This is an optimization exercise on Yosys and OpenROAD, whose aim is small area, not a production implementation.
RTL that was checked went through simulation tests only; none was proved equivalent to the original.
Power figures rest on the tool's default switching activity, not on a simulated workload.

Setup of old:
// bi_link_top
module bi_link_top (
    input  logic        clk,
    input  logic        rst_n,
    input  logic        in_valid_i,
    input  logic [31:0] data_i,
    input  logic        report_req_i,
    output logic [36:0] link_o,
    output logic        link_valid_o,
    output logic [31:0] data_o,
    output logic        out_valid_o,
    output logic [26:0] report_o,
    output logic        report_valid_o
);
    localparam int NB = 18;    
    logic [31:0] raw_q;
    logic [4:0]  inv_q;
    logic [31:0] diff;
    logic [2:0]  dc [5];
    logic [4:0]  maj;
    logic [2:0]  tg [5];
    logic [4:0]  bin_d, bin_q;
    assign diff = data_i ^ raw_q;
    always_comb begin
        for (int s = 0; s < 5; s++) dc[s] = '0;
        for (int b = 0; b < 7; b++) dc[0] = dc[0] + 3'(diff[b]);
        for (int b = 7; b < 14; b++) dc[1] = dc[1] + 3'(diff[b]);
        for (int b = 14; b < 20; b++) dc[2] = dc[2] + 3'(diff[b]);
        for (int b = 20; b < 26; b++) dc[3] = dc[3] + 3'(diff[b]);
        for (int b = 26; b < 32; b++) dc[4] = dc[4] + 3'(diff[b]);
        for (int s = 0; s < 5; s++) begin
            maj[s] = dc[s][2];
            tg[s] = maj[s] ? 3'((s < 2 ? 8 : 7) - dc[s]) : dc[s];
        end
        bin_d = 5'(tg[0]) + 5'(tg[1]) + 5'(tg[2]) + 5'(tg[3]) + 5'(tg[4]);
    end
    always_ff @(posedge clk or negedge rst_n) begin
        if (!rst_n) begin
            raw_q        <= '0;
            inv_q        <= '0;
            link_valid_o <= 1'b0;
            data_o       <= '0;
            out_valid_o  <= 1'b0;
        end else begin
            if (in_valid_i) begin
                raw_q <= data_i;
                inv_q <= inv_q ^ maj;
            end
            link_valid_o <= in_valid_i;
            data_o       <= raw_q;
            out_valid_o  <= link_valid_o;
        end
    end
    always_ff @(posedge clk) begin
        bin_q <= bin_d;
    end
    assign link_o = {raw_q ^ {{6{inv_q[4]}}, {6{inv_q[3]}}, {6{inv_q[2]}},
  ...
clock: 10.0 ns
lec_check: 0
cap_margin: 20
core_margin: 2
core_utilization: 40
slew_margin: 20
standard.sh (not shown) runs the stock make flow with config.mk's settings and CLKGATE_MAP_FILE= SYNTH_SCRIPT=/design/flow/synth_recipe.tcl, a recipe that flattens the netlist after the stock synthesis.
==> flow/flow/run.sh <==
#!/bin/bash
cd "$(dirname "$0")/.."
export BUFFER_PORTS_ARGS="-buffer_cell sky130_fd_sc_hd__buf_1"
bash standard.sh > standard_flow.log 2>&1
### old -> new
- CTS_BUF_LIST now sky130_fd_sc_hd__clkbuf_2 sky130_fd_sc_hd__clkbuf_4 sky130_fd_sc_hd__clkbuf_8, previously not set
==> flow/run.sh (new file) <==
#!/bin/bash
# synth_recipe.tcl (not shown) runs the flow's synth.tcl, then flattens the netlist and writes it again
# the make line also repeats each setting of config.mk as NAME=value (left out here)
make -C /OpenROAD-flow-scripts/flow DESIGN_CONFIG=/design/flow/config.mk WORK_HOME=/design/flow/orfs CLKGATE_MAP_FILE= SYNTH_SCRIPT=/design/flow/synth_recipe.tcl finish
removed: flow/flow/run.sh
removed: flow/standard.sh
==> results.txt <==
Diff old -> new | via count | increase of about 0.8%
Compared with old, new degrades worst hold slack.
Looking at global-route usage across old and new, the one that comes out higher is new.
Of old and new, the higher clock buffer instance count of the final layout belongs to new.
Compared new vs old, and power is up in new.
Measured against each other, old and new differ in switching part of the total power, the higher figure coming from old.
From old to new the numbers moved as follows: cell total after placement held; switching component of the power went up 20 uW; count of state elements after synthesis held.
Function was not checked in any run of this note: the RTL went through the layout flow alone.

* * *

bi_link_top, a different RTL version from the one above (not shown whole).
For scale: ~1300 cells after synthesis, ~350 flip-flops, about 17000 µm² of cells after synthesis.
==> flow/design.v (excerpt) <==
module bi_link_top (
    input  logic        clk,
    input  logic        rst_n,
    input  logic        in_valid_i,
    input  logic [31:0] data_i,
    input  logic        report_req_i,
    output logic [36:0] link_o,
    output logic        link_valid_o,
    output logic [31:0] data_o,
    output logic        out_valid_o,
    output logic [26:0] report_o,
    output logic        report_valid_o
);
    localparam int NB = 18;    
    logic [31:0] raw_q;
    logic [4:0]  inv_q;
    logic [31:0] diff;
    logic [2:0]  dc [5];
    logic [4:0]  maj;
    logic [2:0]  tg [5];
    logic [4:0]  bin_d, bin_q;
    assign diff = data_i ^ raw_q;
    always_comb begin
        for (int s = 0; s < 5; s++) dc[s] = '0;
        for (int b = 0; b < 7; b++) dc[0] = dc[0] + 3'(diff[b]);
        for (int b = 7; b < 14; b++) dc[1] = dc[1] + 3'(diff[b]);
        for (int b = 14; b < 20; b++) dc[2] = dc[2] + 3'(diff[b]);
        for (int b = 20; b < 26; b++) dc[3] = dc[3] + 3'(diff[b]);
        for (int b = 26; b < 32; b++) dc[4] = dc[4] + 3'(diff[b]);
        for (int s = 0; s < 5; s++) begin
            maj[s] = dc[s][2];
            tg[s] = {1'b0, dc[s][1:0] ^ {2{maj[s]}}};
        end
  ...
clock: 10.0 ns
lec_check: 0
cap_margin: 20
core_margin: 2
core_utilization: 65
cts_buf_list: sky130_fd_sc_hd__clkbuf_16
cts_cluster_diameter: 80
cts_cluster_size: 30
slew_margin: 20
run.sh (not shown) runs the stock make flow with config.mk's settings and CLKGATE_MAP_FILE= SYNTH_SCRIPT=/design/flow/synth_recipe.tcl, a recipe that flattens the netlist after the stock synthesis.
Stock flow here: none of the scripts above is used.
Change:
==> flow/flow/run.sh (new file) <==
#!/bin/bash
# The standard layout, with two changes:
#  - synthesis is synth_recipe.tcl with an area-oriented ABC mapping script
#    (flow/area.abc); flip-flop mapping and naming are untouched
#  - port buffers use the smallest buffer cell
set -euo pipefail
cd "$(dirname "$0")/.."
W=$PWD
export AREA_ABC_SCRIPT=$W/flow/area.abc
export BUFFER_PORTS_ARGS="-buffer_cell sky130_fd_sc_hd__buf_1"
{ head -1 synth_recipe.tcl; cat flow/abc_hook.tcl; tail -n +2 synth_recipe.tcl; } > synth_area.tcl
sed "s#SYNTH_SCRIPT=[^ ]*#SYNTH_SCRIPT=$W/synth_area.tcl#" standard.sh > standard_area.sh
bash standard_area.sh > standard_flow.log 2>&1
==> flow/flow/abc_hook.tcl (new file) <==
# use an area-oriented ABC script for the technology mapping step
proc abc {args} {
  set i [lsearch $args -script]
  if {$i >= 0} { lset args [expr {$i + 1}] $::env(AREA_ABC_SCRIPT) }
  yosys abc {*}$args
}
==> flow/flow/area.abc (new file) <==
&get -n
&st
&syn2
&dch -f
&nf -a
&st
&syn2
&dch -f
&nf -a
&st
&syn2
&dch -f
&nf -a
&st
&syn2
&dch -f
&nf -a
&put
topo
stime -c
==> flow/standard.sh (new file) <==
#!/bin/bash
# synth_recipe.tcl (not shown) runs the flow's synth.tcl, then flattens the netlist and writes it again
# the make line also repeats each setting of config.mk as NAME=value (left out here)
make -C /OpenROAD-flow-scripts/flow DESIGN_CONFIG=/design/flow/config.mk WORK_HOME=/design/flow/orfs CLKGATE_MAP_FILE= SYNTH_SCRIPT=/design/flow/synth_recipe.tcl "${@:-finish}"
removed: flow/run.sh
Cell area falls by 5.5%.
Sequential share of layout area came out higher by 2.7 points.
Count of clock-buffer cells in the layout stays the same.
Total power drops by 4.1%.
Area after synthesis drops by 2.2%.
Change:
--- a/flow/config.mk
+++ b/flow/config.mk
@@ -10 +10 @@
-export CORE_UTILIZATION = 65
+export CORE_UTILIZATION = 80
@@ -12,2 +12,2 @@
-export CTS_CLUSTER_DIAMETER = 80
-export CTS_CLUSTER_SIZE = 30
+export CTS_CLUSTER_DIAMETER = 60
+export CTS_CLUSTER_SIZE = 40
Result: Register-to-register slack loses 160 ps. Power climbs by 7.9%. Combinational power climbs by about 6%. Sequential power is about the same. Wire length climbs by 11%. Fmax drops by 1.9%. Area after synthesis stays the same. Worst setup slack loses 120 ps. Non-clock buffer count drops by 2. First-iteration DRC count climbs by 27%. Final cell count drops by 2.6%.

## afterwards: timing with drivers on the ports
The flow's constraints put no driver on any port. The routed layouts listed below were extracted and timed again, unchanged, in two steps. Step 1, drivers: a clkbuf_16 drives clk and a buf_2 each remaining input, both assumed. Step 2 moves the port delays by t, midway between the first and last clock arrival at a register: inputs arrive t later, outputs are due t later. That takes back most of the time a late clock gives input paths. Three values: ideal, step 1, step 2; two values: the first two.
run	t, ns	setup slack, ns	latest minus earliest clock arrival (ns)	cell pins on the clock port's net
old	0.607	3.340 / 3.372 / 2.765	0.023 / 0.022	1
new	0.697	3.018 / 3.045 / 2.348	0.066 / 0.066	1
the first run of note 2	0.571	3.353 / 3.376 / 2.805	0.019 / 0.018	1
the second run of note 2	0.564	3.834 / 3.860 / 3.297	0.027 / 0.027	1
the third run of note 2	0.593	3.714 / 3.714 / 3.202	0.019 / 0.018	1
After both steps setup and hold are still met in every run listed. The setup slack of new, which loses most, moves by +0.027 ns with the drivers and by -0.670 ns with both steps.
